Background: an optimization exercise with open tools, aiming at small area. Do not read the settings as production practice.
Function was checked by simulation only, so behaviour that the tests miss may differ from the original.
Power and IR drop assume default switching activity.

Design pipeline_id_operand, start of the top module:
module pipeline_id_operand #(
  parameter int XLEN  = 32,
  parameter int NREG  = 32,
  parameter int CNT_W = 32
) (
  input  logic             clk,
  input  logic             rst,
  input  logic [4:0]       id_rs1,
  input  logic [4:0]       id_rs2,
  input  logic [4:0]       ex_rd,
  input  logic             ex_reg_write,
  input  logic [4:0]       mem_rd,
  input  logic             mem_reg_write,
  input  logic [1:0]       mem_memtoreg,
  input  logic [XLEN-1:0]  mem_alu_res,
  input  logic [XLEN-1:0]  mem_pc,
  input  logic [4:0]       wb_rd,
  input  logic             wb_reg_write,
  input  logic [XLEN-1:0]  wb_data,
  output logic [XLEN-1:0]  rs1_data,
  output logic [XLEN-1:0]  rs2_data,
  output logic             stall,
  output logic [CNT_W-1:0] stall_cnt,
  input  logic [4:0]       dbg_addr,
  output logic [XLEN-1:0]  dbg_data
);
Size in the first run: about 4300 cells after synthesis, roughly 260 I/O pins, ~46000 µm² of cells after synthesis.
export LEC_CHECK = 0
export CAP_MARGIN = 20
export CELL_PAD_IN_SITES_DETAIL_PLACEMENT = 1
export CELL_PAD_IN_SITES_GLOBAL_PLACEMENT = 1
export CORE_MARGIN = 2
export CORE_UTILIZATION = 45
export GPL_TIMING_DRIVEN = 0
export PLACE_DENSITY = 0.65
export SETUP_SLACK_MARGIN = 0.2
export SLEW_MARGIN = 20
export SYNTH_HIERARCHICAL = 1
create_clock -name core_clock -period 8.0 [get_ports {clk}]
standard.sh (not shown) runs the stock make flow with config.mk's settings and CLKGATE_MAP_FILE= SYNTH_SCRIPT=/design/flow/synth_recipe.tcl, a recipe that flattens the netlist after the stock synthesis.
==> flow/flow/run.sh <==
#!/bin/bash
# Layout flow: the standard synthesis (standard.sh synth), then the
# standard ORFS steps from floorplan to the final layout with the same
# settings, except for how buffers are chosen (design, constraints,
# floorplan, power grid and tap cells are the standard flow's):
#  - port buffers use the smallest buffer, buf_1;
#  - repair_design may not use the very large buffers (buf_6 and up), so
#    high-fanout nets get smaller buffers;
#  - before repair_design, minimum inverters become inv_2 (same area), see
#    flow/pre_resize.tcl;
#  - CTS uses clkbuf_4 with 8-sink clusters and no dummy loads.
# Each step's full output is logged in the folder this runs in (ORFS's own
# per-step logs are under orfs/logs/).
set -euo pipefail
here=$(pwd)

bash standard.sh synth > run_synth.log 2>&1

cat > "$here/run_config.mk" <<EOC
include $here/config.mk
export DONT_USE_CELLS += sky130_fd_sc_hd__buf_6 sky130_fd_sc_hd__buf_8 sky130_fd_sc_hd__buf_12 sky130_fd_sc_hd__buf_16 sky130_fd_sc_hd__bufbuf_8 sky130_fd_sc_hd__bufbuf_16 sky130_fd_sc_hd__bufinv_8 sky130_fd_sc_hd__bufinv_16
export PRE_RESIZE_TCL = $here/flow/pre_resize.tcl
export BUFFER_PORTS_ARGS = -buffer_cell sky130_fd_sc_hd__buf_1
export CTS_ARGS = -sink_clustering_enable -repair_clock_nets -dont_use_dummy_load -buf_list sky130_fd_sc_hd__clkbuf_4 -sink_clustering_size 8 -sink_clustering_max_diameter 40
EOC
sed -e "s|DESIGN_CONFIG=[^ ]*|DESIGN_CONFIG=$here/run_config.mk|" standard.sh > run_standard.sh

bash run_standard.sh > run_layout.log 2>&1
==> flow/flow/pre_resize.tcl <==
# Before repair_design: give every minimum inverter the double-strength
# inverter of the same footprint and area (sky130 inv_1 and inv_2 are both
# 3.75 um2). The design drives each high-fanout line (entry load/hold lines,
# write-data columns, read selects) from such an inverter, and inv_2 meets
# their slew limits without the buffers repair_design would otherwise add.
set n 0
foreach inst [[ord::get_db_block] getInsts] {
  if {[[$inst getMaster] getName] eq "sky130_fd_sc_hd__inv_1"} {
    replace_cell [get_cells [$inst getName]] sky130_fd_sc_hd__inv_2
    incr n
  }
}
puts "pre_resize: $n inv_1 -> inv_2"
Then changed:
--- a/flow/flow/run.sh
+++ b/flow/flow/run.sh
@@ -10,0 +11 @@
+#  - global routing reserves more of met1/met2, see flow/pre_grt.tcl;
@@ -22,0 +24 @@
+export PRE_GLOBAL_ROUTE_TCL = $here/flow/pre_grt.tcl
==> flow/flow/pre_grt.tcl (new file) <==
# Before global routing: reserve more of met1 and met2 (the pin-access
# layers, which the global router otherwise fills to ~65%) so that more
# routes go to met3/met4; the platform script sets 0.2 on every layer.
set_global_routing_layer_adjustment met1 0.45
set_global_routing_layer_adjustment met2 0.35
puts "pre_grt: met1 0.45, met2 0.35"
Die area is unchanged.
Cell area is about the same.
Core utilization goes up by 0.12 points.
Flip-flop and latch count does not change.
First-iteration DRC count goes down by 40%.
Clock power hardly moves.
Total power barely changes.
Non-clock buffer count goes up by 1.

afterwards: timing with drivers on the ports:
The results above use ideal ports. As a check the final layouts listed here were re-extracted and re-timed, cells and wires unchanged. Step 1 sets driving cells, clkbuf_16 on the clock port and buf_2 on the other inputs (assumed; they add their load-dependent delay and slew). Step 2 moves the port delays by t, midway between the first and last clock arrival at a register: inputs arrive t later, outputs are due t later. That takes back most of the time a late clock gives input paths. a / b / c = ideal / step 1 / step 2; a / b = the first two.
| run | t, ns | slack for setup (ns) | worst setup path after step 2 | latest minus earliest clock arrival (ns) |
|---|---|---|---|---|
| the first run | 1.218 | 0.199 / 0.172 / 0.172 | input to output | 0.140 / 0.140 |
| the second run | 1.212 | 0.172 / 0.151 / 0.151 | input to output | 0.153 / 0.153 |
After both steps setup and hold are still met in every run listed. For the first run, which loses most, drivers alone change the setup slack by -0.027 ns; drivers and shift together by -0.027 ns.
